Source: an optimization exercise on an open RTL-to-GDS flow (aim: small area). Production flows keep margins and buffers that such runs may drop. Function was checked by simulation only, so behaviour that the tests miss may differ from the original. No activity file was given, so power comes from the tool's default toggle rates.

### config.mk
export PLATFORM = sky130hd
export DESIGN_NAME = wb_regfile
export DESIGN_NICKNAME = wb_regfile
export VERILOG_FILES = /design/flow/design.v
export SDC_FILE = /design/flow/constraint.sdc
export NUM_CORES = 4
export LEC_CHECK = 0
export CAP_MARGIN = 20
export CORE_MARGIN = 2
export CORE_UTILIZATION = 40
export SLEW_MARGIN = 20
### constraint.sdc
create_clock -name core_clock -period 6.0 [get_ports {clk}]
set_input_delay 1.2000 -clock core_clock [delete_from_list [all_inputs] [get_ports {clk}]]
set_output_delay 1.2000 -clock core_clock [all_outputs]
set_load 0.01 [all_outputs]
### design.v
package pipe_pkg;
  localparam int DEF_DATA_W = 32;
  localparam int DEF_ADDR_W = 5;
  localparam int DEF_PEND_W = 2;
  typedef logic [DEF_ADDR_W-1:0] reg_sel_t;
  typedef logic [DEF_DATA_W-1:0] word_t;
endpackage
import pipe_pkg::*;
module wb_scoreboard
#(
  parameter int ADDR_W = DEF_ADDR_W,
  parameter int PEND_W = DEF_PEND_W
) (
  input  logic              clk,
  input  logic              reset,
  input  logic              wb_en,
  input  logic [ADDR_W-1:0] wb_sel,
  input  logic              iss_en,
  input  logic [ADDR_W-1:0] iss_sel,
  input  logic [ADDR_W-1:0] rd_sel_a,
  input  logic [ADDR_W-1:0] rd_sel_b,
  output logic              hazard_a,
  output logic              hazard_b,
  output logic              pend_ovf
);
  localparam int NREG = 2**ADDR_W;
  localparam logic [PEND_W-1:0] PEND_MAX = '1;
  logic [NREG-1:0][PEND_W-1:0] w_pend;
  logic [NREG-1:0]             w_ovf_hit;
  logic                        r_ovf;
  logic [PEND_W-1:0]           w_pend_a, w_pend_b;
  for (genvar g = 0; g < NREG; g++) begin : g_reg
    logic              w_iss, w_wb;
    logic [PEND_W-1:0] r_cnt;
    assign w_iss = iss_en && (iss_sel == ADDR_W'(g)) && (g != 0);
    assign w_wb  = wb_en  && (wb_sel  == ADDR_W'(g)) && (g != 0);
    always_ff @(posedge clk) begin
      if (reset)
        r_cnt <= '0;
      else if (w_iss && !w_wb) begin
        if (r_cnt != PEND_MAX) r_cnt <= r_cnt + 1'b1;
      end else if (w_wb && !w_iss) begin
        if (r_cnt != '0) r_cnt <= r_cnt - 1'b1;
      end
    end
    assign w_pend[g]    = r_cnt;
    assign w_ovf_hit[g] = w_iss && !w_wb && (r_cnt == PEND_MAX);
  end
  always_ff @(posedge clk) begin
    if (reset)           r_ovf <= 1'b0;
    else if (|w_ovf_hit) r_ovf <= 1'b1;
  end
  assign pend_ovf = r_ovf;
  assign w_pend_a = w_pend[rd_sel_a];
  assign w_pend_b = w_pend[rd_sel_b];
  always_comb begin
    hazard_a = (rd_sel_a != '0) && (w_pend_a != '0);
    hazard_b = (rd_sel_b != '0) && (w_pend_b != '0);
  end
endmodule
import pipe_pkg::*;
module wb_regfile
#(
  parameter int DATA_W = DEF_DATA_W,
  parameter int ADDR_W = DEF_ADDR_W,
  parameter int PEND_W = DEF_PEND_W
) (
  input  logic              clk,
  input  logic              reset,
  input  logic              wb_en,
  input  logic [ADDR_W-1:0] wb_sel,
  input  logic [DATA_W-1:0] wb_data,
  input  logic              iss_en,
  input  logic [ADDR_W-1:0] iss_sel,
  input  logic [ADDR_W-1:0] rd_sel_a,
  input  logic [ADDR_W-1:0] rd_sel_b,
  output logic [DATA_W-1:0] rd_data_a,
  output logic [DATA_W-1:0] rd_data_b,
  output logic              hazard_a,
  output logic              hazard_b,
  output logic              pend_ovf
);
  localparam int NREG = 2**ADDR_W;
  logic [DATA_W-1:0] r_regs [NREG];
  logic              w_wr;
  assign w_wr = wb_en && (wb_sel != '0);
  always_ff @(posedge clk) begin
    if (reset) begin
      for (int i = 0; i < NREG; i++) r_regs[i] <= '0;
    end else if (w_wr) begin
      r_regs[wb_sel] <= wb_data;
    end
  end
  always_comb begin
    rd_data_a = (rd_sel_a == '0) ? '0 : r_regs[rd_sel_a];
    rd_data_b = (rd_sel_b == '0) ? '0 : r_regs[rd_sel_b];
  end
  wb_scoreboard #(.ADDR_W(ADDR_W), .PEND_W(PEND_W)) u_sb (
    .clk      (clk),
    .reset    (reset),
    .wb_en    (wb_en),
    .wb_sel   (wb_sel),
    .iss_en   (iss_en),
    .iss_sel  (iss_sel),
    .rd_sel_a (rd_sel_a),
    .rd_sel_b (rd_sel_b),
    .hazard_a (hazard_a),
    .hazard_b (hazard_b),
    .pend_ovf (pend_ovf)
  );
endmodule
### run.sh
#!/bin/bash
# synth_recipe.tcl (not shown) runs the flow's synth.tcl, then flattens the netlist and writes it again
# the make line also repeats each setting of config.mk as NAME=value (left out here)
make -C /OpenROAD-flow-scripts/flow DESIGN_CONFIG=/design/flow/config.mk WORK_HOME=/design/flow/orfs CLKGATE_MAP_FILE= SYNTH_SCRIPT=/design/flow/synth_recipe.tcl finish
==> summary.md, run 1 <==
| Metric | Value |
|---|---|
| Initial Utilization | `0.402` |
| Worst vdd ir | `0.268 mV` |
| Internal power | `0.0139 W` |
| Vias in the first global route | `36933` |
| P&R area growth vs syn | `12.9%` |
| Fillers | `12840` |
| Flop pwr share | `0.476` |
| Number of flops mapped to enable cells by yosys | `1024` |
| Type of the tightest min-delay check | `reg -> reg` |
| CP endpoint kind | `output port` |
| Clk_skew | `34.0 ps` |
| GRT Residual Overflow | `0` |
| Total track usage | `0.257` |
| WP data arrival | `4290 ps` |
| Antenna Nets Post-Route | `0` |
| Max FO, Critical Path | `31` |
| CP Class | `in -> out` |
| Most frequent cells in the layout | `1024 x edfxtp_1, 1002 x and2_1, 647 x mux4_2` |
| Vias per std cell | `6.18` |
| Cts hold-fix bufs | `0` |
| Synth warn | `2` |
| Slew Limit Fails | `0` |
| Syn Inst Count | `3968` |
| Setup Viol. Count Final | `0` |
| # H-tree levels | `3` |
| Switching share of power | `0.254` |
| Core region area | `147000 µm²` |
| Yosys reg bits | `1087` |
| Wire per inst | `32.3 µm` |
| Routed wire length | `195 mm` |
| Commonest non-fill, non-tap cell in the layout | `edfxtp_1` |
| CTS buffer count | `116` |
| Period utilization | `0.915` |
| Final Hold Fails | `0` |
| Via count | `37326` |
| Worst-Margin Slew | `1210 ps` |
| Slowest CP cell | `clkdlybuf4s50_1` |
| WHS | `495 ps` |
| Dpl ws | `664 ps` |
| Clk root buf | `clkbuf_16` |
| 1st-pass router iterations | `5` |
| Ys async rst share | `0` |
| Leak | `22.5 nW` |
| Die Ht | `388 µm` |
| Placed Cells | `5808` |
| Clock Sinks | `1087` |
| Cts repair resizes | `0` |
| CP Launch Type | `primary input` |
| Max transition margin | `0.179` |
| Global-route wire length before repair | `276 mm` |
| Switching pwr | `0.00474 W` |
| Clock share of power | `0.394` |
| 1st-iter DRT viols | `4672` |
| Register area share after synthesis | `0.542` |
| Post-CTS Setup Bufs | `0` |
| Worst path cell trace | `clkdlybuf4s50_1 -> inv_6 -> buf_4 -> mux4_2 -> inv_1 -> o21ai_1 -> clkdlybuf4s50_1` |
| Setup WS post-layout | `513 ps` |
| Post-synth top area cell | `edfxtp_1` |
| RSZ-0062 raised after global routing | `false` |
| CTS tree | `built` |
| GP Congestion | `0.864` |
| Period minus WS final | `5490 ps` |
| Clock-pin slew on the worst setup and hold paths | `70 ps` |
| Port buffer count | `122` |
| Final #Nets | `4052` |
| Largest net degree at the start of global routing | `82` |
| F_max | `182 MHz` |
| Area contributors post-synth | `edfxtp_1 52%, mux4_2 25%, and2_1 11%, dfxtp_1 2.1%, clkbuf_1 1.8%` |
| DR DRC count | `0` |
| Setup TNS | `0 ps` |
| Worst endpoint required time | `4800 ps` |
| Yosys top cell area share | `0.520` |
| Dominant synthesized flop cell | `edfxtp_1` |
| Die W | `388 µm` |
| Crit-path max cell delay | `680 ps` |
| Finished Layout Cells | `6037` |
| Number of max-cap violations | `0` |
| Run status | `no timing/DRC/antenna violations` |
| Logic pwr share | `0.130` |
| Mean post-synth cell area | `14.9 µm²` |
| Hpwl dp | `115 mm` |
| Layout cell share with drive strength beyond 1 | `0.263` |
| Clock latency (worst-skew pair) | `760 ps` |
| Synth unique cells | `57` |
| Most frequent CP cell | `clkdlybuf4s50_1` |
| Row count | `141` |
| Pwr Density | `280 nW/µm²` |
| Max Buffers Root-to-Sink | `3` |
| Total die area | `151000 µm²` |
| I/O pins | `123` |
| Synth Cell Area | `59100 µm²` |
| Initial antenna violation count | `17` |
path summary, 6_finish.rpt:
kind / startpoint / endpoint / slack (ps) / depth (start not counted)
hold reg to reg: u_sb.g_reg[3].r_cnt[1]$_SDFFE_PP0P_ / u_sb.g_reg[3].r_cnt[0]$_SDFFE_PP0P_ / 500 / 2
hold / removal: u_sb.g_reg[3].r_cnt[1]$_SDFFE_PP0P_ / u_sb.g_reg[3].r_cnt[0]$_SDFFE_PP0P_ / 500 / 2
setup reg to reg: u_sb.g_reg[12].r_cnt[0]$_SDFFE_PP0P_ / u_sb.r_ovf$_SDFFE_PP0P_ / 4470 / 5
setup / recovery: rd_sel_b[3] / rd_data_b[6] / 510 / 7
metal layers:
metal / vias to the layer above / global-route usage / part of all wire
met4: 22 / 0.0787 / 0.033
li1: 15245 / - / -
met2: 2102 / 0.395 / 0.46
met1: 19588 / 0.358 / 0.40
met5: - / 0 / 0.00070
met3: 369 / 0.0693 / 0.11
flip-flops by register name (all words and copies together), names as in the netlist:
signal        cells
r_regs         1024
u_sb.g.r_cnt     62
u_sb.r_ovf        1
synth_stat cells (47+ instances only):
cell type  number
nand3_1        53
nand2_1       159
and2_1       1002
dfxtp_1        63
o21ai_1        82
inv_1          98
mux4_2        647
clkbuf_1      283
nor2_1         49
buf_2          47
a21oi_1        88
o21ai_0        57
edfxtp_1     1024
power by group through the flow:
stage	logic [W]	registers [W]	clock network, W
floorplan	0.00146	0.00896	0
global placement	0.00240	0.00902	0
detailed placement	0.00241	0.00904	0
CTS	0.00242	0.00889	0.00743
global route	0.00252	0.00893	0.00769
finish	0.00243	0.00889	0.00736
cells by family after synthesis:
kind of cell           count (synthesis)  synth area share
DFF                                 1087             0.542
AOI/OAI and AO/OA                    371            0.0388
other                                  1         0.0000635
muxes                                648             0.247
and+or+nand+nor                     1349             0.134
buffers and inverters                512            0.0386
worst max-delay path, delay by kind of cell:
kind / cells / cell delay [ps]
buf+inv: 5 / 2150
compound gates: 1 / 630
mux: 1 / 250
layout make-up:
cell class	instances	area, µm²	area share
clock inverter	87	850	0.0127
timing repair buffer	292	2820	0.0423
antenna	11	27.5	0.000412
clock buffer	131	2980	0.0447
sequential	1087	32000	0.480
inverter	99	377	0.00564
tap	1930	2410	0.0362
multi-input combinational	2400	25300	0.378
metrics by stage:
step	util	area (µm²)	total power, W
2_1_floorplan	-	59200	0.0104
3_3_place_gp	0.428	62900	0.0114
3_5_place_dp	0.428	62900	0.0115
4_1_cts	0.454	66700	0.0187
5_1_grt	0.453	66700	0.0191
6_report	0.454	66700	0.0187
==> inputs of run 2 (changes only) <==
==> design.v (replaced) <==
package pipe_pkg;
  localparam int DEF_DATA_W = 32;
  localparam int DEF_ADDR_W = 5;
  localparam int DEF_PEND_W = 2;
  typedef logic [DEF_ADDR_W-1:0] reg_sel_t;
  typedef logic [DEF_DATA_W-1:0] word_t;
endpackage
import pipe_pkg::*;
module wb_scoreboard
#(
  parameter int NREG = 32
) (
  input  logic            clk,
  input  logic            reset,
  input  logic [NREG-1:1] iss,
  input  logic [NREG-1:1] wb,
  output logic [NREG-1:1] pend_nz,
  output logic            pend_ovf
);
  logic [NREG-1:1] w_ovf_hit;
  logic            r_ovf;
  for (genvar g = 1; g < NREG; g++) begin : g_reg
    logic [1:0] r_cnt;
    logic       w_up, w_dn;
    assign w_up = iss[g] & ~wb[g];
    assign w_dn = wb[g] & ~iss[g];
    always_ff @(posedge clk) begin
      if (reset)
        r_cnt <= 2'b00;
      else if (w_up)
        r_cnt <= {r_cnt[1] | r_cnt[0], ~r_cnt[1]};
      else if (w_dn)
        r_cnt <= {r_cnt[1] & ~r_cnt[0], r_cnt[1]};
    end
    assign pend_nz[g]   = r_cnt[1] | r_cnt[0];
    assign w_ovf_hit[g] = w_up & r_cnt[1] & ~r_cnt[0];
  end
  always_ff @(posedge clk) begin
    if (reset)           r_ovf <= 1'b0;
    else if (|w_ovf_hit) r_ovf <= 1'b1;
  end
  assign pend_ovf = r_ovf;
endmodule
import pipe_pkg::*;
module wb_regfile
#(
  parameter int DATA_W = DEF_DATA_W,
  parameter int ADDR_W = DEF_ADDR_W,
  parameter int PEND_W = DEF_PEND_W
) (
  input  logic              clk,
  input  logic              reset,
  input  logic              wb_en,
  input  logic [ADDR_W-1:0] wb_sel,
  input  logic [DATA_W-1:0] wb_data,
  input  logic              iss_en,
  input  logic [ADDR_W-1:0] iss_sel,
  input  logic [ADDR_W-1:0] rd_sel_a,
  input  logic [ADDR_W-1:0] rd_sel_b,
  output logic [DATA_W-1:0] rd_data_a,
  output logic [DATA_W-1:0] rd_data_b,
  output logic              hazard_a,
  output logic              hazard_b,
  output logic              pend_ovf
);
  localparam int NREG = 2**ADDR_W;
  logic [DATA_W-1:0] r_regs [1:NREG-1];
  logic [DATA_W-1:0] w_wdata;
  logic [NREG-1:1]   w_wb, w_iss, w_pend_nz;
  assign w_wdata = wb_data & {DATA_W{~reset}};
  for (genvar g = 1; g < NREG; g++) begin : g_reg
    assign w_wb[g]  = wb_en  && (wb_sel  == ADDR_W'(g));
    assign w_iss[g] = iss_en && (iss_sel == ADDR_W'(g));
    always_ff @(posedge clk) begin
      if (reset | w_wb[g]) r_regs[g] <= w_wdata;
    end
  end
  logic [NREG-1:1] w_dec_a, w_dec_b;
  for (genvar g = 1; g < NREG; g++) begin : g_dec
    assign w_dec_a[g] = (rd_sel_a == ADDR_W'(g));
    assign w_dec_b[g] = (rd_sel_b == ADDR_W'(g));
  end
  for (genvar b = 0; b <= DATA_W; b++) begin : g_col
    logic [NREG-1:1] w_col;
    for (genvar g = 1; g < NREG; g++) begin : g_bit
      if (b < DATA_W) begin : g_d
        assign w_col[g] = r_regs[g][b];
      end else begin : g_p
        assign w_col[g] = w_pend_nz[g];
      end
    end
    logic w_a, w_b;
    wb_rd_col u_a (.sel(w_dec_a), .d(w_col), .y(w_a));
    wb_rd_col u_b (.sel(w_dec_b), .d(w_col), .y(w_b));
    if (b < DATA_W) begin : g_o
      assign rd_data_a[b] = w_a;
      assign rd_data_b[b] = w_b;
    end else begin : g_h
      assign hazard_a = w_a;
      assign hazard_b = w_b;
    end
  end
  wb_scoreboard #(.NREG(NREG)) u_sb (
    .clk      (clk),
    .reset    (reset),
    .iss      (w_iss),
    .wb       (w_wb),
    .pend_nz  (w_pend_nz),
    .pend_ovf (pend_ovf)
  );
endmodule
module wb_rd_col (
  input  logic [31:1] sel,
  input  logic [31:1] d,
  output logic        y
);
  logic [10:0] w_n;
  for (genvar k = 0; k < 10; k++) begin : g_aoi
    wb_aoi222 u_aoi (
      .a0(sel[3*k+1]), .b0(d[3*k+1]),
      .a1(sel[3*k+2]), .b1(d[3*k+2]),
      .a2(sel[3*k+3]), .b2(d[3*k+3]),
      .y (w_n[k])
    );
  end
  assign w_n[10] = ~(sel[31] & d[31]);
  assign y = ~(&w_n[3:0]) | ~(&w_n[7:4]) | ~(&w_n[10:8]);
endmodule
module wb_aoi222 (
  input  logic a0, b0, a1, b1, a2, b2,
  output logic y
);
  assign y = ~((a0 & b0) | (a1 & b1) | (a2 & b2));
endmodule
--- a/config.mk
+++ b/config.mk
@@ -9,3 +9,4 @@
 export CORE_MARGIN = 2
 export CORE_UTILIZATION = 40
 export SLEW_MARGIN = 20
+export SYNTH_HIERARCHICAL = 1
==> run 2 against run 1 <==
Against the previous run:
- first-iteration DRC count rose by 78%
- cell count shrank 27%
- largest power group unchanged
- register-to-register slack improved by 60 ps
- combinational power fell by 41%
- clock-buffer cell count grew 3
- still clean
==> summary.md, run 2 <==
| Metric | Value |
|---|---|
| Worst flop-to-flop path endpoint | `u_sb.r_ovf$_SDFFE_PP0P_ (unchanged)` |
| Leak | `17.6 nW (was 22.5 nW)` |
| Logic pwr share | `0.084 (was 0.130)` |
| Hold path cells | `2 (unchanged)` |
| Largest net degree at the start of global routing | `79 (was 82)` |
| Synth warn | `9 (was 2)` |
| Period minus WS final | `5970 ps (was 5490 ps)` |
| Switching share of power | `0.241 (was 0.254)` |
| Max reg flops | `992 (was 1024)` |
| Internal power | `0.0130 W (was 0.0139 W)` |
| Vias per std cell | `7.46 (was 6.18)` |
| R2R depth | `5 (unchanged)` |
| Top delay family on crit path | `buffers and inverters (unchanged)` |
| Pwr Density | `327 nW/µm² (was 280 nW/µm²)` |
| Clk_skew | `24.4 ps (was 34.0 ps)` |
| Global-route wire length before repair | `237 mm (was 276 mm)` |
| Total die area | `112000 µm² (was 151000 µm²)` |
| Post-CTS Setup Bufs | `0 (unchanged)` |
| Slew Limit Fails | `0 (unchanged)` |
| Initial antenna violation count | `8 (was 17)` |
| Met2 WL post-DR | `76.1 mm (was 89.3 mm)` |
| Met3 WL post-DR | `26.6 mm (was 21.5 mm)` |
| Core region area | `109000 µm² (was 147000 µm²)` |
| Number of max-cap violations | `0 (unchanged)` |
| Worst path cell trace | `clkdlybuf4s50_1 -> buf_4 -> nand3b_1 -> nor2_4 -> buf_4 -> a222oi_1 -> nand4_1 -> a2111o_1 -> clkdlybuf4s50_1 (was clkdlybuf4s50_1 -> inv_6 -> buf_4 -> mux4_2 -> inv_1 -> o21ai_1 -> clkdlybuf4s50_1)` |
| Regs by FF count | `r_regs: 992 flops, u_sb.g.r_cnt: 31 flops, u_sb.r_ovf: 1 flops (was r_regs: 1024 flops, u_sb.g.r_cnt: 62 flops, u_sb.r_ovf: 1 flops)` |
| Setup Viol. Count Final | `0 (unchanged)` |
| F_max | `168 MHz (was 182 MHz)` |
| Crit-path max cell delay | `940 ps (was 680 ps)` |
| Number of flops mapped to enable cells by yosys | `992 (was 1024)` |
| Register area share after synthesis | `0.709 (was 0.542)` |
| Clock share of power | `0.390 (was 0.394)` |
| Vias in the first global route | `32302 (was 36933)` |
| Total track usage | `0.297 (was 0.257)` |
| Clk root buf | `clkbuf_16 (unchanged)` |
| Worst endpoint required time | `4800 ps (about the same)` |
| DR DRC count | `0 (unchanged)` |
| Most frequent cells in the layout | `992 x edfxtp_1, 660 x a222oi_1, 134 x nand4_1 (was 1024 x edfxtp_1, 1002 x and2_1, 647 x mux4_2)` |
| Antenna Nets Post-Route | `0 (unchanged)` |
| Yosys top cell area share | `0.680 (was 0.520)` |
| CTS tree | `built (unchanged)` |
| Slowest CP cell | `nor2_4 (was clkdlybuf4s50_1)` |
| Commonest non-fill, non-tap cell in the layout | `edfxtp_1 (unchanged)` |
| Flop2flop setup slack | `4530 ps (was 4470 ps)` |
| Number of buffers and inverters on the critical path | `4 (was 5)` |
| Layout cell share with drive strength beyond 1 | `0.156 (was 0.263)` |
| Area contributors post-synth | `edfxtp_1 68%, a222oi_1 15%, dfxtp_1 2.9%, nand4_1 1.9%, ha_1 1.8% (was edfxtp_1 52%, mux4_2 25%, and2_1 11%, dfxtp_1 2.1%, clkbuf_1 1.8%)` |
| Largest Register | `r_regs (unchanged)` |
| Worst vdd ir | `0.252 mV (was 0.268 mV)` |
| Met1 WL | `58.6 mm (was 77.9 mm)` |
| Dominant synthesized flop cell | `edfxtp_1 (unchanged)` |
| Final Hold Fails | `0 (unchanged)` |
| Ys async rst share | `0 (unchanged)` |
| Run status | `no timing/DRC/antenna violations (unchanged)` |
| Synth top cells by count | `992 x edfxtp_1, 660 x a222oi_1, 164 x nor2_1 (was 1024 x edfxtp_1, 1002 x and2_1, 647 x mux4_2)` |
| 1st-iter DRT viols | `8302 (was 4672)` |
| Final #Nets | `3042 (was 4052)` |
| Clock-pin slew on the worst setup and hold paths | `60 ps (was 70 ps)` |
| Most common cell in the netlist | `edfxtp_1 (unchanged)` |
| Clock latency (worst-skew pair) | `710 ps (was 760 ps)` |
| Die Ht | `335 µm (was 388 µm)` |
| Yosys reg bits | `1055 (was 1087)` |
| Max transition margin | `0.145 (was 0.179)` |
| Synth unique cells | `37 (was 57)` |
| Routed wire length | `172 mm (was 195 mm)` |
| Synth Cell Area | `43800 µm² (was 59100 µm²)` |
| CP endpoint kind | `output port (unchanged)` |
| I/O pins | `123 (unchanged)` |
| Top Metal Used | `met5 (unchanged)` |
| Max Buffers Root-to-Sink | `3 (unchanged)` |
| Wire per inst | `38.8 µm (was 32.3 µm)` |
| Port buffer count | `122 (unchanged)` |
| Flop pwr share | `0.526 (was 0.476)` |
| Post-synth top area cell | `edfxtp_1 (unchanged)` |
| Final Instance Area | `52400 µm² (was 66700 µm²)` |
| GP Congestion | `0.924 (was 0.864)` |
| Max FO, Critical Path | `21 (was 31)` |
| Setup TNS | `0 ps (unchanged)` |
| Via count | `33039 (was 37326)` |
| Switching pwr | `0.00413 W (was 0.00474 W)` |
| CTS buffer count | `107 (was 116)` |
| WP data arrival | `4770 ps (was 4290 ps)` |
| Period utilization | `0.994 (was 0.915)` |
| Row count | `121 (was 141)` |
| Type of the tightest min-delay check | `reg -> reg (unchanged)` |
| Worst path depth | `9 (was 7)` |
| P&R area growth vs syn | `19.6% (was 12.9%)` |
| Worst-Margin Slew | `1280 ps (was 1210 ps)` |
| RSZ-0062 raised after global routing | `false (unchanged)` |
| Post-DP Area | `48800 µm² (was 62900 µm²)` |
| Cts repair resizes | `0 (unchanged)` |
| 1st-pass router iterations | `14 (was 5)` |
| Hpwl dp | `100 mm (was 115 mm)` |
| Die W | `335 µm (was 388 µm)` |
| Mean post-synth cell area | `16.6 µm² (was 14.9 µm²)` |
| GRT Residual Overflow | `0 (unchanged)` |
| CP Class | `in -> out (unchanged)` |
| # H-tree levels | `3 (unchanged)` |
| Cts hold-fix bufs | `0 (unchanged)` |
| Antenna Cells | `0 (was 11)` |
| Clock Sinks | `1055 (was 1087)` |
| Syn Inst Count | `2639 (was 3968)` |
| Initial Utilization | `0.403 (was 0.402)` |
| CP Launch Type | `primary input (unchanged)` |
## run 2: cell types whose count changed in the layout (fill, tap and decap cells not counted), sizes merged, moves of 86 or more
cell | before | now
o21ai | 139 | 2
nand4 | 2 | 134
a222oi | 0 | 660
nor2 | 49 | 164
nand2 | 159 | 72
and2 | 1002 | 0
mux4 | 647 | 0
a21oi | 88 | 2
## run 2: final cells by class
class                   count  area [µm²]
clock inverters            66         666
repair buffers            277        2980
well taps                1414        1770
inverters                  43         161
fillers                  9008       56300
flip-flops and latches   1055       31000
multi-input cells        1440       12900
clock buffers             134        2850
## run 2: how the worst max path moves through the flow
stage / from / endpoint / slack [ps]
2_1_floorplan: rd_sel_a[2] / rd_data_a[0] / 770
3_3_place_gp: rd_sel_a[0] / rd_data_a[23] / 140
3_5_place_dp: rd_sel_a[0] / rd_data_a[23] / 160
4_1_cts: rd_sel_a[0] / rd_data_a[23] / 150
5_1_grt: rd_sel_a[0] / rd_data_a[15] / 30
6_report: rd_sel_a[0] / rd_data_a[23] / 30
## run 2: per-module statistics from Yosys (local to each module, per instance), a selection
| module | times used | flip-flops and latches | cells inside | cell area [µm²] |
|---|---|---|---|---|
| wb_regfile | 1 | 992 | 1323 | 31700 |
| wb_rd_col | 66 | 0 | 4 | 27.5 |
| wb_aoi222 | 660 | 0 | 1 | 10.0 |
## run 2: cells by family after synthesis
group | count (synthesis) | synth area share
fa+ha+maj | 62 | 0.0177
simple gates | 546 | 0.0656
flops | 1055 | 0.709
mux | 60 | 0.0137
compound gates | 772 | 0.176
buf+inv | 144 | 0.0183
## run 2: worst reg2reg max path: stages, from the launching register on
cell and delay, ps:
dfxtp_1 320, ha_1 170, nand2b_1 100, o2111ai_1 160, nor4_1 410, a31oi_1 140
## run 2: power by group through the flow
stage	clock, W	combinational (W)	sequential (W)
5_1_grt	0.00701	0.00146	0.00908
3_3_place_gp	0	0.00137	0.00911
2_1_floorplan	0	0.000690	0.00908
4_1_cts	0.00671	0.00139	0.00901
6_report	0.00668	0.00144	0.00903
3_5_place_dp	0	0.00139	0.00916
## run 2: routing by layer
layer	up-vias	global-route usage
li1	12877	-
met5	-	0.00825
met3	639	0.0872
met1	16267	0.380
met2	3238	0.455
met4	18	0.161
## run 2: metrics by stage
stage                     power, W  hold slack [ps]  utilization  std cells  setup WS [ps]
after floorplan            0.00977              466            -       2639            774
after global placement      0.0105              476        0.448       4227            142
after detailed placement    0.0106              496        0.448       4227            162
after CTS                   0.0171              506        0.481       4427            150
after global routing        0.0176              554        0.482       4429           31.9
final                       0.0171              512        0.482       4429           34.4
==> inputs of run 3 (changes only) <==
--- a/design.v
+++ b/design.v
@@ -12,8 +12,8 @@
 ) (
   input  logic            clk,
   input  logic            reset,
-  input  logic [NREG-1:1] iss,
-  input  logic [NREG-1:1] wb,
+  input  logic [NREG-1:1] up,
+  input  logic [NREG-1:1] dn,
   output logic [NREG-1:1] pend_nz,
   output logic            pend_ovf
 );
@@ -21,25 +21,32 @@
   logic            r_ovf;
   for (genvar g = 1; g < NREG; g++) begin : g_reg
     logic [1:0] r_cnt;
-    logic       w_up, w_dn;
-    assign w_up = iss[g] & ~wb[g];
-    assign w_dn = wb[g] & ~iss[g];
-    always_ff @(posedge clk) begin
-      if (reset)
-        r_cnt <= 2'b00;
-      else if (w_up)
-        r_cnt <= {r_cnt[1] | r_cnt[0], ~r_cnt[1]};
-      else if (w_dn)
-        r_cnt <= {r_cnt[1] & ~r_cnt[0], r_cnt[1]};
-    end
+    logic [1:0] w_nxt;
+    wb_pend_next u_nxt (.up(up[g]), .dn(dn[g]), .cnt(r_cnt), .nxt(w_nxt));
+    always_ff @(posedge clk) r_cnt <= w_nxt;
     assign pend_nz[g]   = r_cnt[1] | r_cnt[0];
-    assign w_ovf_hit[g] = w_up & r_cnt[1] & ~r_cnt[0];
+    assign w_ovf_hit[g] = up[g] & r_cnt[1] & ~r_cnt[0];
   end
   always_ff @(posedge clk) begin
     if (reset)           r_ovf <= 1'b0;
     else if (|w_ovf_hit) r_ovf <= 1'b1;
   end
   assign pend_ovf = r_ovf;
+endmodule
+module wb_pend_next (
+  input  logic       up,
+  input  logic       dn,
+  input  logic [1:0] cnt,
+  output logic [1:0] nxt
+);
+  always_comb begin
+    case ({up, dn})
+      2'b10:   nxt = {cnt[1] | cnt[0], ~cnt[1]};
+      2'b01:   nxt = {cnt[1] & ~cnt[0], cnt[1]};
+      2'b11:   nxt = 2'b00;
+      default: nxt = cnt;
+    endcase
+  end
 endmodule
 import pipe_pkg::*;
 module wb_regfile
@@ -66,13 +73,18 @@
   localparam int NREG = 2**ADDR_W;
   logic [DATA_W-1:0] r_regs [1:NREG-1];
   logic [DATA_W-1:0] w_wdata;
-  logic [NREG-1:1]   w_wb, w_iss, w_pend_nz;
+  logic [NREG-1:1]   w_we, w_up, w_dn, w_pend_nz;
+  logic              w_same, w_iss_g, w_wb_g;
   assign w_wdata = wb_data & {DATA_W{~reset}};
+  assign w_same  = iss_en & wb_en & (iss_sel == wb_sel);
+  assign w_iss_g = iss_en & ~w_same;
+  assign w_wb_g  = wb_en  & ~w_same;
   for (genvar g = 1; g < NREG; g++) begin : g_reg
-    assign w_wb[g]  = wb_en  && (wb_sel  == ADDR_W'(g));
-    assign w_iss[g] = iss_en && (iss_sel == ADDR_W'(g));
+    assign w_we[g] = reset | (wb_en   && (wb_sel  == ADDR_W'(g)));
+    assign w_up[g] = reset | (w_iss_g && (iss_sel == ADDR_W'(g)));
+    assign w_dn[g] = reset | (w_wb_g  && (wb_sel  == ADDR_W'(g)));
     always_ff @(posedge clk) begin
-      if (reset | w_wb[g]) r_regs[g] <= w_wdata;
+      if (w_we[g]) r_regs[g] <= w_wdata;
     end
   end
   logic [NREG-1:1] w_dec_a, w_dec_b;
@@ -103,8 +115,8 @@
   wb_scoreboard #(.NREG(NREG)) u_sb (
     .clk      (clk),
     .reset    (reset),
-    .iss      (w_iss),
-    .wb       (w_wb),
+    .up       (w_up),
+    .dn       (w_dn),
     .pend_nz  (w_pend_nz),
     .pend_ovf (pend_ovf)
   );
==> flow/run.sh (new file) <==
#!/bin/bash
# Standard synthesis and layout, with three changes to how the layout is made:
# plain buf_1 port buffers (the resizer may still size them), clock tree
# synthesis with larger sink clusters and no dummy loads, and power recovery
# (downsizing of non-critical gates) after global routing.
set -euo pipefail
export BUFFER_PORTS_ARGS="-buffer_cell sky130_fd_sc_hd__buf_1"
export CTS_ARGS="-sink_clustering_enable -repair_clock_nets -dont_use_dummy_load -sink_clustering_size 24 -sink_clustering_max_diameter 80"
export RECOVER_POWER=100
bash standard.sh synth > synth.log 2>&1
bash standard.sh finish > layout.log 2>&1
==> standard.sh (new file) <==
#!/bin/bash
# synth_recipe.tcl (not shown) runs the flow's synth.tcl, then flattens the netlist and writes it again
# the make line also repeats each setting of config.mk as NAME=value (left out here)
make -C /OpenROAD-flow-scripts/flow DESIGN_CONFIG=/design/flow/config.mk WORK_HOME=/design/flow/orfs CLKGATE_MAP_FILE= SYNTH_SCRIPT=/design/flow/synth_recipe.tcl "${@:-finish}"
removed: run.sh
==> run 3 against run 2 <==
Against the previous run:
- now fails the layout checks on max-capacitance violations, max-slew violations
- synthesized area down 0.79%
- sequential share of layout area up 5.6 points
- total power down 15%
- fmax up 2.9%
- hold slack better by 11 ps
- synthesized cell count down 0.76%
- clock skew down 4.3 ps
- design area down 8.7%
- combinational power up 12%
- first-iteration DRC count up 12%
- setup slack better by 170 ps
- global-route usage up 0.26 points
- critical endpoint is now rd_data_a[8]
- largest cell class unchanged
==> summary.md, run 3 <==
| Metric | Value |
|---|---|
| Run status | `finished with violations (was no timing/DRC/antenna violations)` |
| Violated checks | `max-capacitance violations, max-slew violations` |
| Most frequent cells in the layout | `992 x edfxtp_1, 660 x a222oi_1, 137 x nand4_1 (was 992 x edfxtp_1, 660 x a222oi_1, 134 x nand4_1)` |
| Pwr Density | `306 nW/µm² (was 327 nW/µm²)` |
| Core region area | `108000 µm² (was 109000 µm²)` |
| Overall power | `0.0146 W (was 0.0171 W)` |
| Number of max-cap violations | `16 (was 0)` |
| Post-synth top area cell | `edfxtp_1 (unchanged)` |
| Worst flop-to-flop path endpoint | `u_sb.r_ovf$_SDFFE_PP0P_ (unchanged)` |
| P&R area growth vs syn | `10.1% (was 19.6%)` |
| Placed Cells | `4171 (was 4227)` |
| CP endpoint kind | `output port (unchanged)` |
| Setup Viol. Count Final | `0 (unchanged)` |
| Dominant synthesized flop cell | `edfxtp_1 (unchanged)` |
| Cts hold-fix bufs | `0 (unchanged)` |
| Flop2flop setup slack | `4500 ps (was 4530 ps)` |
| Synth Cell Area | `43500 µm² (was 43800 µm²)` |
| Max transition margin | `-1.45 (was 0.145)` |
| WHS | `522 ps (was 512 ps)` |
| Initial Utilization | `0.404 (was 0.403)` |
| Routed wire length | `173 mm (was 172 mm)` |
| 1st-pass router iterations | `14 (unchanged)` |
| CP Launch Type | `primary input (unchanged)` |
| Global-route wire length before repair | `237 mm (about the same)` |
| Synth top cells by count | `992 x edfxtp_1, 660 x a222oi_1, 137 x nand4_1 (was 992 x edfxtp_1, 660 x a222oi_1, 164 x nor2_1)` |
| Largest net degree at the start of global routing | `96 (was 79)` |
| Total die area | `111000 µm² (was 112000 µm²)` |
| Total track usage | `0.300 (was 0.297)` |
| Syn Inst Count | `2619 (was 2639)` |
| Final Hold Fails | `0 (unchanged)` |
| Slew Limit Fails | `431 (was 0)` |
| Max FO, Critical Path | `12 (was 21)` |
| Register area | `31000 µm² (unchanged)` |
| Clk_skew | `20.1 ps (was 24.4 ps)` |
| Crit-path max cell delay | `890 ps (was 940 ps)` |
| Regs by FF count | `r_regs: 992 flops, u_sb.g.r_cnt: 62 flops, u_sb.r_ovf: 1 flops (was r_regs: 992 flops, u_sb.g.r_cnt: 31 flops, u_sb.r_ovf: 1 flops)` |
| Row count | `120 (was 121)` |
| Crit Reg-Reg Startpoint | `u_sb.g_reg[4].r_cnt[0]$_DFF_P_` |
| Layout cell share with drive strength beyond 1 | `0.104 (was 0.156)` |
| Most frequent CP cell | `clkbuf_1` |
| Fillers | `9354 (was 9008)` |
| CP Class | `in -> out (unchanged)` |
| Post-CTS Setup Bufs | `0 (unchanged)` |
| Yosys reg bits | `1055 (unchanged)` |
| 1st-iter DRT viols | `9281 (was 8302)` |
| Clock Sinks | `1055 (unchanged)` |
| CTS buffer count | `53 (was 107)` |
| Clk root buf | `clkbuf_16 (unchanged)` |
| Vias in the first global route | `31072 (was 32302)` |
| Port buffer count | `122 (unchanged)` |
| # H-tree levels | `2 (was 3)` |
| Area taken by multi-input logic gates | `12200 µm² (was 12900 µm²)` |
| I/O pins | `123 (unchanged)` |
| F_max | `173 MHz (was 168 MHz)` |
| Period utilization | `0.966 (was 0.994)` |
| Initial antenna violation count | `10 (was 8)` |
| Synth warn | `10 (was 9)` |
| WP data arrival | `4600 ps (was 4770 ps)` |
| RSZ-0062 raised after global routing | `false (unchanged)` |
| Met2 WL post-DR | `73.1 mm (was 76.1 mm)` |
| Cts repair resizes | `0 (unchanged)` |
| Number of flops mapped to enable cells by yosys | `992 (unchanged)` |
| Register area share after synthesis | `0.714 (was 0.709)` |
| Max Buffers Root-to-Sink | `3 (unchanged)` |
| Worst vdd ir | `0.233 mV (was 0.252 mV)` |
| Clock latency (worst-skew pair) | `650 ps (was 710 ps)` |
| CTS tree | `built (unchanged)` |
| Setup TNS | `0 ps (unchanged)` |
| Most common cell in the netlist | `edfxtp_1 (unchanged)` |
| Type of the tightest min-delay check | `reg -> reg (unchanged)` |
| Yosys top cell area share | `0.685 (was 0.680)` |
| Final #Nets | `2879 (was 3042)` |
| Via count | `33091 (was 33039)` |
| Die W | `334 µm (was 335 µm)` |
| Worst-Margin Slew | `3670 ps (was 1280 ps)` |
| Vias per std cell | `7.83 (was 7.46)` |
| Finished Layout Cells | `4227 (was 4429)` |
| Met1 WL | `60.7 mm (was 58.6 mm)` |
| Met3 WL post-DR | `31.4 mm (was 26.6 mm)` |
| Commonest non-fill, non-tap cell in the layout | `edfxtp_1 (unchanged)` |
| Mean post-synth cell area | `16.6 µm² (about the same)` |
| Period minus WS final | `5800 ps (was 5970 ps)` |
| Synth unique cells | `36 (was 37)` |
| Slowest CP cell | `nor2_2 (was nor2_4)` |
| GP Congestion | `0.997 (was 0.924)` |
| Ys async rst share | `0 (unchanged)` |
| Max reg flops | `992 (unchanged)` |
| Die Ht | `334 µm (was 335 µm)` |
| Crit path launch | `rd_sel_a[0] (unchanged)` |
| R2R depth | `4 (was 5)` |
| Antenna Nets Post-Route | `0 (unchanged)` |
| Wire per inst | `41.0 µm (was 38.8 µm)` |
| Largest Register | `r_regs (unchanged)` |
| Leak | `15.3 nW (was 17.6 nW)` |
| Worst path cell trace | `clkbuf_1 -> or3_1 -> nor2_2 -> clkbuf_1 -> a222oi_1 -> nand4_1 -> a2111o_1 -> buf_1 (was clkdlybuf4s50_1 -> buf_4 -> nand3b_1 -> nor2_4 -> buf_4 -> a222oi_1 -> nand4_1 -> a2111o_1 -> clkdlybuf4s50_1)` |
| Hold_sp | `u_sb.g_reg[22].r_cnt[1]$_DFF_P_` |
| GRT Residual Overflow | `0 (unchanged)` |
| Util after Layout | `0.445 (was 0.482)` |
| Hpwl dp | `106 mm (was 100 mm)` |
| Top Metal Used | `met5 (unchanged)` |
| CP endpoint | `rd_data_a[8] (was rd_data_a[23])` |
| Area contributors post-synth | `edfxtp_1 69%, a222oi_1 15%, dfxtp_1 2.9%, nand4_1 2.0%, a2111o_1 1.7% (was edfxtp_1 68%, a222oi_1 15%, dfxtp_1 2.9%, nand4_1 1.9%, ha_1 1.8%)` |
| Clock-pin slew on the worst setup and hold paths | `70 ps (was 60 ps)` |
| DR DRC count | `0 (unchanged)` |
| Worst endpoint required time | `4800 ps (about the same)` |
## run 3: changes by cell type after synthesis, sizes merged, moves of 16 or more
cell and delta:
inv -42, mux2i -29, o2bb2ai +31, nand2 +32, a21o +28, a21oi +29
o21bai -16, nor2b -22, nor2 -56, a31o +19, o31a +31, ha -62
## run 3: where the power goes
| group | switching (W) | total, W | internal (W) |
|---|---|---|---|
| logic | 0.00116 | 0.00161 | 0.000451 |
| registers | 0.000406 | 0.00920 | 0.00879 |
| clock network | 0.00225 | 0.00382 | 0.00157 |
| total | 0.00382 | 0.0146 | 0.0108 |
## run 3: critical path: cells and delay by family
family	cells	cell delay (ps)
AND/OR/NAND/NOR	3	1860
buffers and inverters	3	1050
AO/OA/AOI/OAI	2	460
## run 3: modules after synthesis (local to each module, per instance), a selection
| module | cell area (µm²) | flip-flops and latches |
|---|---|---|
| wb_rd_col | 27.5 | 0 |
| wb_regfile | 32200 | 992 |
| wb_aoi222 | 10.0 | 0 |
| wb_pend_next | 36.3 | 0 |
## run 3: area by class of cell
type                    count  area share
diodes                      3    0.000157
flip-flops and latches   1055       0.649
well taps                1403      0.0367
inverters                   1   0.0000784
multi-input cells        1462       0.255
clock buffers              53      0.0277
repair buffers            250      0.0312
## run 3: logic make-up (layout without fill, tap and decap cells)
group                     after synthesis  in the layout  synth area share
other                                   0              3                 0
DFF                                  1055           1055             0.714
buffers and inverters                 102            304            0.0154
and+or+nand+nor                       535            535            0.0643
xor gates and xnor gates                5              5           0.00101
muxes                                  31             31           0.00714
AOI/OAI and AO/OA                     891            891             0.198
## run 3: worst min path at each step
stage / slack, ps / end / depth (start not counted)
5_1_grt: 550 / u_sb.g_reg[15].r_cnt[1]$_DFF_P_ / 1
3_3_place_gp: 500 / u_sb.g_reg[27].r_cnt[0]$_DFF_P_ / 1
4_1_cts: 520 / u_sb.g_reg[12].r_cnt[1]$_DFF_P_ / 1
6_report: 520 / u_sb.g_reg[22].r_cnt[1]$_DFF_P_ / 1
3_5_place_dp: 510 / u_sb.g_reg[15].r_cnt[0]$_DFF_P_ / 1
2_1_floorplan: 480 / u_sb.g_reg[15].r_cnt[0]$_DFF_P_ / 1
## run 3: routing by layer
layer | track usage | up-vias
met2 | 0.439 | 3448
li1 | - | 12700
met1 | 0.403 | 16385
met3 | 0.117 | 544
met4 | 0.112 | 14
met5 | 0.00347 | -
## run 3: stage by stage
stage,area [µm²],worst slack (ps)
floorplan,43500,820
global placement,46700,743
detailed placement,46700,692
CTS,48000,671
global route,47800,226
finish,47900,204
==> inputs of run 4 (changes only) <==
==> flow/run.sh (replaced) <==
#!/bin/bash
# Standard synthesis and layout, with three changes to how the layout is made:
# plain buf_1 port buffers (the resizer may still size them), clock tree
# synthesis with larger sink clusters and no dummy loads.

set -euo pipefail
export BUFFER_PORTS_ARGS="-buffer_cell sky130_fd_sc_hd__buf_1"
export CTS_ARGS="-sink_clustering_enable -repair_clock_nets -dont_use_dummy_load -sink_clustering_size 24 -sink_clustering_max_diameter 80"
bash standard.sh synth > synth.log 2>&1
bash standard.sh finish > layout.log 2>&1
==> run 4 against run 3 <==
Against the previous run:
- now clean on timing, DRC and antenna
- sequential share of layout area decreased by 0.35 points
- routed wire length barely moved
- total power about the same
- register-to-register slack better by 120 ps
- first-iteration DRC count grew 3.2%
- synthesized cell count unchanged
- critical path depth is the same
- critical endpoint is now rd_data_a[4]
==> summary.md, run 4 <==
| Metric | Value |
|---|---|
| Dominant synthesized flop cell | `edfxtp_1 (unchanged)` |
| Ys async rst share | `0 (unchanged)` |
| Core region area | `108000 µm² (unchanged)` |
| Syn Inst Count | `2619 (unchanged)` |
| 1st-iter DRT viols | `9578 (was 9281)` |
| Yosys reg bits | `1055 (unchanged)` |
| Routed wire length | `173 mm (about the same)` |
| Crit path launch | `rd_sel_a[0] (unchanged)` |
| Clk root buf | `clkbuf_16 (unchanged)` |
| Synth unique cells | `36 (unchanged)` |
| Largest Register | `r_regs (unchanged)` |
| Most common cell in the netlist | `edfxtp_1 (unchanged)` |
| RSZ-0062 raised after global routing | `false (unchanged)` |
| Clock Sinks | `1055 (unchanged)` |
| Yosys top cell area share | `0.685 (unchanged)` |
| Row count | `120 (unchanged)` |
| Cts hold-fix bufs | `0 (unchanged)` |
| Pwr Density | `305 nW/µm² (was 306 nW/µm²)` |
| Total track usage | `0.300 (unchanged)` |
| Global-route wire length before repair | `237 mm (unchanged)` |
| Register area share after synthesis | `0.714 (unchanged)` |
| Via count | `33219 (was 33091)` |
| Initial Utilization | `0.404 (unchanged)` |
| Register area | `31000 µm² (unchanged)` |
| Type of the tightest min-delay check | `reg -> reg (unchanged)` |
| Leak | `15.4 nW (was 15.3 nW)` |
| Post-CTS Setup Bufs | `0 (unchanged)` |
| Mean post-synth cell area | `16.6 µm² (unchanged)` |
| Fillers | `9314 (was 9354)` |
| Clock-pin slew on the worst setup and hold paths | `80 ps (was 70 ps)` |
| Vias in the first global route | `31072 (unchanged)` |
| GRT Residual Overflow | `0 (unchanged)` |
| Period utilization | `0.940 (was 0.966)` |
| Max reg flops | `992 (unchanged)` |
| Cts repair resizes | `0 (unchanged)` |
| Layout cell share with drive strength beyond 1 | `0.116 (was 0.104)` |
| Port buffer count | `122 (unchanged)` |
| Clock latency (worst-skew pair) | `650 ps (about the same)` |
| Hold_sp | `u_sb.g_reg[26].r_cnt[1]$_DFF_P_ (was u_sb.g_reg[22].r_cnt[1]$_DFF_P_)` |
| Max FO, Critical Path | `18 (was 12)` |
| Crit Reg-Reg Startpoint | `u_sb.g_reg[25].r_cnt[0]$_DFF_P_ (was u_sb.g_reg[4].r_cnt[0]$_DFF_P_)` |
| Synth Cell Area | `43500 µm² (unchanged)` |
| Worst endpoint required time | `4800 ps (about the same)` |
| CTS buffer count | `53 (unchanged)` |
| Number of max-cap violations | `0 (was 16)` |
| Slew Limit Fails | `0 (was 431)` |
| # H-tree levels | `2 (unchanged)` |
| Synth warn | `10 (unchanged)` |
| Final #Nets | `2879 (unchanged)` |
| Clk_skew | `14.3 ps (was 20.1 ps)` |
| Run status | `no timing/DRC/antenna violations (was finished with violations)` |
| CP Class | `in -> out (unchanged)` |
| CP Launch Type | `primary input (unchanged)` |
| Setup Viol. Count Final | `0 (unchanged)` |
| Commonest non-fill, non-tap cell in the layout | `edfxtp_1 (unchanged)` |
| F_max | `177 MHz (was 173 MHz)` |
| 1st-pass router iterations | `13 (was 14)` |
| R2R depth | `4 (unchanged)` |
| Largest net degree at the start of global routing | `96 (unchanged)` |
| Max Buffers Root-to-Sink | `3 (unchanged)` |
| CTS tree | `built (unchanged)` |
| Vias per std cell | `7.86 (was 7.83)` |
| Setup TNS | `0 ps (unchanged)` |
| Worst-Margin Slew | `1140 ps (was 3670 ps)` |
| Final Hold Fails | `0 (unchanged)` |
| Die Ht | `334 µm (unchanged)` |
| Wire per inst | `41.0 µm (about the same)` |
| Max transition margin | `0.237 (was -1.45)` |
| Hold path cells | `1 (unchanged)` |
| Synth top cells by count | `992 x edfxtp_1, 660 x a222oi_1, 137 x nand4_1 (unchanged)` |
| Hpwl dp | `106 mm (unchanged)` |
| Regs by FF count | `r_regs: 992 flops, u_sb.g.r_cnt: 62 flops, u_sb.r_ovf: 1 flops (unchanged)` |
| GP Congestion | `0.997 (unchanged)` |
| Total die area | `111000 µm² (unchanged)` |
| Number of flops mapped to enable cells by yosys | `992 (unchanged)` |
| Most frequent cells in the layout | `992 x edfxtp_1, 660 x a222oi_1, 137 x nand4_1 (unchanged)` |
| WP data arrival | `4440 ps (was 4600 ps)` |
| Initial antenna violation count | `10 (unchanged)` |
| I/O pins | `123 (unchanged)` |
| Dpl ws | `692 ps (unchanged)` |
| Area taken by multi-input logic gates | `12400 µm² (was 12200 µm²)` |
| Worst vdd ir | `0.231 mV (was 0.233 mV)` |
| Die W | `334 µm (unchanged)` |
| Setup WS post-layout | `363 ps (was 204 ps)` |
| DR DRC count | `0 (unchanged)` |
| Post-synth top area cell | `edfxtp_1 (unchanged)` |
| CP endpoint kind | `output port (unchanged)` |
| Antenna Nets Post-Route | `0 (unchanged)` |
| Period minus WS final | `5640 ps (was 5800 ps)` |
| Area contributors post-synth | `edfxtp_1 69%, a222oi_1 15%, dfxtp_1 2.9%, nand4_1 2.0%, a2111o_1 1.7% (unchanged)` |
| P&R area growth vs syn | `10.7% (was 10.1%)` |
-- run 4: cell count changes in the layout (fill, tap and decap cells not counted), sizes merged --
cell	before	now
diode	3	2
clkbuf	98	54
buf	205	249
-- run 4: final cells by class --
cell class                      instances  area share
Antenna cell                            2    0.000104
Tap cell                             1403      0.0365
Multi-Input combinational cell       1462       0.257
Timing Repair Buffer                  250      0.0332
Sequential cell                      1055       0.645
Clock buffer                           53      0.0276
Inverter                                1   0.0000780
-- run 4: cell families (layout without fill, tap and decap cells) --
family / after synthesis / count (layout) / synth area share
AOI/OAI and AO/OA: 891 / 891 / 0.198
xor gates and xnor gates: 5 / 5 / 0.00101
buffers and inverters: 102 / 304 / 0.0154
DFF: 1055 / 1055 / 0.714
muxes: 31 / 31 / 0.00714
other: 0 / 2 / 0
and+or+nand+nor: 535 / 535 / 0.0643
-- run 4: critical path, cell delays in order --
cell	delay, ps
buf_1	560
nand3b_1	430
nor2_4	870
buf_4	500
a222oi_1	130
nand4_1	160
a2111o_1	370
buf_1	200
-- run 4: metrics by stage --
stage                     hold slack, ps  total power, W  utilization  cells  area [µm²]
final                                526          0.0147        0.448   4226       48100
after global routing                 546          0.0150        0.447   4224       48100
after CTS                            524          0.0146        0.447   4224       48000
after detailed placement             511          0.0109        0.435   4171       46700
after global placement               501          0.0108        0.434   4171       46700
after floorplan                      485          0.0101            -   2619       43500
-- run 4: path summary, 6_finish.rpt --
path                                endpoint  slack, ps
max                             rd_data_a[4]        360
min          u_sb.g_reg[26].r_cnt[1]$_DFF_P_        530
max reg2reg          u_sb.r_ovf$_SDFFE_PP0P_       4620
min reg2reg  u_sb.g_reg[26].r_cnt[1]$_DFF_P_        530
-- run 4: per-module statistics from Yosys, one instance, submodules excluded, excerpt --
module	area, µm²	times used	flops+latches
wb_regfile	32200	1	992
wb_rd_col	27.5	66	0
wb_pend_next	36.3	31	0
wb_aoi222	10.0	660	0
-- run 4: layer usage --
layer | global-route usage | part of all wire | up-vias
li1 | - | - | 12702
met1 | 0.403 | 0.35 | 16497
met2 | 0.439 | 0.42 | 3453
met3 | 0.117 | 0.18 | 553
met4 | 0.112 | 0.046 | 14
met5 | 0.00347 | 0.00057 | -
-- run 4: where the power goes --
part / total (W) / switching (W) / internal, W
combinational: 0.00163 / 0.00116 / 0.000464
clock: 0.00383 / 0.00226 / 0.00157
sequential: 0.00919 / 0.000406 / 0.00879
total: 0.0147 / 0.00383 / 0.0108
==> inputs of run 5 (changes only) <==
--- a/flow/run.sh
+++ b/flow/run.sh
@@ -5,6 +5,6 @@
 
 set -euo pipefail
 export BUFFER_PORTS_ARGS="-buffer_cell sky130_fd_sc_hd__buf_1"
-export CTS_ARGS="-sink_clustering_enable -repair_clock_nets -dont_use_dummy_load -sink_clustering_size 24 -sink_clustering_max_diameter 80"
+export CTS_ARGS="-sink_clustering_enable -repair_clock_nets -dont_use_dummy_load -buf_list sky130_fd_sc_hd__clkbuf_4 -sink_clustering_size 10 -sink_clustering_max_diameter 50"
 bash standard.sh synth > synth.log 2>&1
 bash standard.sh finish > layout.log 2>&1
--- a/config.mk
+++ b/config.mk
@@ -7,6 +7,6 @@
 export LEC_CHECK = 0
 export CAP_MARGIN = 20
 export CORE_MARGIN = 2
-export CORE_UTILIZATION = 40
+export CORE_UTILIZATION = 55
 export SLEW_MARGIN = 20
 export SYNTH_HIERARCHICAL = 1
==> run 5 against run 4 <==
Against the previous run:
- clock power down 14%
- first-iteration DRC count down 13%
- via count down 0.20%
- total power down 4.4%
- sequential share of layout area up 0.91 points
- clock skew up 42 ps
- register-to-register slack about the same
- global-route usage up 10 points
- die area down 27%
- largest cell class unchanged
- highest routed layer unchanged
==> summary.md, run 5 <==
| Metric | Value |
|---|---|
| Run status | `no timing/DRC/antenna violations (unchanged)` |
| Most common cell in the netlist | `edfxtp_1 (unchanged)` |
| Die W | `285 µm (was 334 µm)` |
| Wire per inst | `42.5 µm (was 41.0 µm)` |
| CP endpoint kind | `output port (unchanged)` |
| Final Instance Area | `47400 µm² (was 48100 µm²)` |
| Layout cell share with drive strength beyond 1 | `0.140 (was 0.116)` |
| Worst endpoint required time | `4800 ps (about the same)` |
| Cts hold-fix bufs | `0 (unchanged)` |
| Yosys reg bits | `1055 (unchanged)` |
| Mean post-synth cell area | `16.6 µm² (unchanged)` |
| Register area share after synthesis | `0.714 (unchanged)` |
| Clock latency (worst-skew pair) | `990 ps (was 650 ps)` |
| Largest Register | `r_regs (unchanged)` |
| Row count | `103 (was 120)` |
| Initial antenna violation count | `6 (was 10)` |
| Hold_sp | `u_sb.g_reg[5].r_cnt[1]$_DFF_P_ (was u_sb.g_reg[26].r_cnt[1]$_DFF_P_)` |
| Fillers | `5970 (was 9314)` |
| Die Ht | `285 µm (was 334 µm)` |
| Vias in the first global route | `31584 (was 31072)` |
| R2R depth | `4 (unchanged)` |
| CTS buffer count | `133 (was 53)` |
| Max Buffers Root-to-Sink | `3 (unchanged)` |
| Synth warn | `10 (unchanged)` |
| Worst vdd ir | `0.169 mV (was 0.231 mV)` |
| Total die area | `81300 µm² (was 111000 µm²)` |
| Largest net degree at the start of global routing | `70 (was 96)` |
| 1st-iter DRT viols | `8367 (was 9578)` |
| GP Congestion | `0.943 (was 0.997)` |
| Clk root buf | `clkbuf_4 (was clkbuf_16)` |
| Routed wire length | `168 mm (was 173 mm)` |
| Synth unique cells | `36 (unchanged)` |
| GRT Residual Overflow | `0 (unchanged)` |
| 1st-pass router iterations | `12 (was 13)` |
| Pwr Density | `295 nW/µm² (was 305 nW/µm²)` |
| Top Metal Used | `met5 (unchanged)` |
| DR DRC count | `0 (unchanged)` |
| Commonest non-fill, non-tap cell in the layout | `edfxtp_1 (unchanged)` |
| CP endpoint | `rd_data_b[16] (was rd_data_a[4])` |
| Hpwl dp | `102 mm (was 106 mm)` |
| Synth Cell Area | `43500 µm² (unchanged)` |
| Yosys top cell area share | `0.685 (unchanged)` |
| Total track usage | `0.405 (was 0.300)` |
| Met3 WL post-DR | `27.5 mm (was 31.6 mm)` |
| CP Launch Type | `primary input (unchanged)` |
| Number of flops mapped to enable cells by yosys | `992 (unchanged)` |
| F_max | `177 MHz (about the same)` |
| Core region area | `78600 µm² (was 108000 µm²)` |
| Leak | `15.4 nW (about the same)` |
| I/O pins | `123 (unchanged)` |
| Regs by FF count | `r_regs: 992 flops, u_sb.g.r_cnt: 62 flops, u_sb.r_ovf: 1 flops (unchanged)` |
| CTS tree | `built (unchanged)` |
| # H-tree levels | `4 (was 2)` |
| Max transition margin | `0.165 (was 0.237)` |
| Clock-pin slew on the worst setup and hold paths | `70 ps (was 80 ps)` |
| CP Class | `in -> out (unchanged)` |
| Period utilization | `0.939 (was 0.940)` |
| Worst flop-to-flop path endpoint | `u_sb.r_ovf$_SDFFE_PP0P_ (unchanged)` |
| Dominant synthesized flop cell | `edfxtp_1 (unchanged)` |
| Antenna Nets Post-Route | `0 (unchanged)` |
| Crit path launch | `rd_sel_b[0] (was rd_sel_a[0])` |
| Met1 WL | `57.5 mm (was 60.5 mm)` |
| Post-synth top area cell | `edfxtp_1 (unchanged)` |
| Slew Limit Fails | `0 (unchanged)` |
| Port buffer count | `122 (unchanged)` |
| Syn Inst Count | `2619 (unchanged)` |
| Placed Cells | `3817 (was 4171)` |
| Max reg flops | `992 (unchanged)` |
| Finished Layout Cells | `3958 (was 4226)` |
| Post-DP Area | `46300 µm² (was 46700 µm²)` |
| Cts repair resizes | `0 (unchanged)` |
| Crit Reg-Reg Startpoint | `u_sb.g_reg[30].r_cnt[0]$_DFF_P_ (was u_sb.g_reg[25].r_cnt[0]$_DFF_P_)` |
| Max FO, Critical Path | `27 (was 18)` |
| Vias per std cell | `8.38 (was 7.86)` |
| Setup Viol. Count Final | `0 (unchanged)` |
| Setup TNS | `0 ps (unchanged)` |
| Synth top cells by count | `992 x edfxtp_1, 660 x a222oi_1, 137 x nand4_1 (unchanged)` |
| Final #Nets | `2958 (was 2879)` |
| Via count | `33153 (was 33219)` |
| Period minus WS final | `5630 ps (was 5640 ps)` |
| WP data arrival | `4430 ps (was 4440 ps)` |
| Clock Sinks | `1055 (unchanged)` |
| Final Hold Fails | `0 (unchanged)` |
| Most frequent cells in the layout | `992 x edfxtp_1, 660 x a222oi_1, 137 x nand4_1 (unchanged)` |
| Type of the tightest min-delay check | `reg -> reg (unchanged)` |
| Initial Utilization | `0.553 (was 0.404)` |
| Met2 WL post-DR | `74.3 mm (was 73.1 mm)` |
| Setup WS post-layout | `366 ps (was 363 ps)` |
| Clk_skew | `56.4 ps (was 14.3 ps)` |
| Global-route wire length before repair | `231 mm (was 237 mm)` |
| RSZ-0062 raised after global routing | `false (unchanged)` |
| Util after Layout | `0.604 (was 0.448)` |
| Dpl ws | `507 ps (was 692 ps)` |
| Ys async rst share | `0 (unchanged)` |
| Post-CTS Setup Bufs | `0 (unchanged)` |
| Number of max-cap violations | `0 (unchanged)` |
| Worst-Margin Slew | `1250 ps (was 1140 ps)` |
| Area contributors post-synth | `edfxtp_1 69%, a222oi_1 15%, dfxtp_1 2.9%, nand4_1 2.0%, a2111o_1 1.7% (unchanged)` |
| P&R area growth vs syn | `9.14% (was 10.7%)` |
| Flop2flop setup slack | `4630 ps (was 4620 ps)` |
run 5: kinds of logic (layout without fill, tap and decap cells):
logic type / count (synthesis) / in the layout / synth area share
XOR/XNOR: 5 / 5 / 0.00101
AO/OA/AOI/OAI: 891 / 891 / 0.198
other: 0 / 8 / 0
multiplexers: 31 / 31 / 0.00714
AND/OR/NAND/NOR: 535 / 535 / 0.0643
buffers and inverters: 102 / 383 / 0.0154
flip-flops: 1055 / 1055 / 0.714
run 5: layer usage:
metal / vias to the layer above / track usage
li1: 12898 / -
met1: 16378 / 0.533
met2: 3297 / 0.611
met3: 576 / 0.136
met4: 4 / 0.188
met5: - / 0
run 5: final cells by class:
| class | instances | area, µm² | share of cell area |
|---|---|---|---|
| flip-flops and latches | 1055 | 31000 | 0.654 |
| multi-input cells | 1462 | 12400 | 0.262 |
| repair buffers | 249 | 1640 | 0.0345 |
| well taps | 1050 | 1310 | 0.0277 |
| clock buffers | 133 | 998 | 0.0210 |
| diodes | 8 | 20.0 | 0.000422 |
| inverters | 1 | 3.75 | 0.0000791 |
run 5: power by group:
| group | switching (W) | internal, W | total [W] |
|---|---|---|---|
| clock network | 0.00227 | 0.00102 | 0.00329 |
| logic | 0.00107 | 0.000463 | 0.00153 |
| registers | 0.000401 | 0.00878 | 0.00919 |
| total | 0.00374 | 0.0103 | 0.0140 |
run 5: worst min path at each step:
stage	slack, ps	endpoint	cells past startpoint
floorplan	480	u_sb.g_reg[15].r_cnt[0]$_DFF_P_	1
global placement	500	u_sb.g_reg[23].r_cnt[0]$_DFF_P_	1
detailed placement	510	u_sb.g_reg[2].r_cnt[1]$_DFF_P_	1
CTS	530	u_sb.g_reg[5].r_cnt[1]$_DFF_P_	1
global route	550	u_sb.g_reg[11].r_cnt[1]$_DFF_P_	1
finish	530	u_sb.g_reg[5].r_cnt[1]$_DFF_P_	1
run 5: per-module statistics from Yosys, one instance, submodules excluded, excerpt:
module	flip-flops and latches	cells inside	area, µm²	copies in the design
wb_pend_next	0	5	36.3	31
wb_aoi222	0	1	10.0	660
wb_regfile	992	1398	32200	1
wb_rd_col	0	4	27.5	66
run 5: critical path, cell delays in order:
cell and delay (ps):
buf_1 750, nand3b_1 470, nor2_4 930, buf_4 340, a222oi_1 90, nand4_1 310
a2111o_1 180, buf_1 160
run 5: through the flow:
stage          total power (W)  hold WS, ps
3_5_place_dp            0.0108          513
3_3_place_gp            0.0107          496
5_1_grt                 0.0144          548
2_1_floorplan           0.0101          485
6_report                0.0140          531
4_1_cts                 0.0140          527

[static timing again, ports no longer ideal]
In the flow no input, the clock included, has a driving cell. The finished layouts below were timed again as built, in two steps. Step 1 sets driving cells, clkbuf_16 on the clock port and buf_2 on the other inputs (assumed; they add their load-dependent delay and slew). Step 2, shift: input delay + t, output delay - t, t = (earliest + latest rising clock arrival at the registers) / 2. This alone moves slack from input paths to output paths. a / b / c = ideal / step 1 / step 2; a / b = the first two.
| run | t (ns) | setup WS [ns] | worst hold slack (ns) |
|---|---|---|---|
| run 1 | 0.813 | 0.513 / 0.475 / 0.475 | 0.495 / 0.495 / 0.495 |
| run 2 | 0.764 | 0.034 / -0.006 / -0.006 | 0.512 / 0.512 / 0.512 |
| run 3 | 0.728 | 0.204 / 0.155 / -0.327 | 0.522 / 0.522 / 0.522 |
| run 4 | 0.732 | 0.363 / 0.332 / 0.332 | 0.526 / 0.526 / 0.526 |
| run 5 | 1.024 | 0.366 / 0.325 / 0.325 | 0.531 / 0.531 / 0.531 |
For run 3, which loses most, drivers alone change the setup slack by -0.049 ns; drivers and shift together by -0.531 ns.
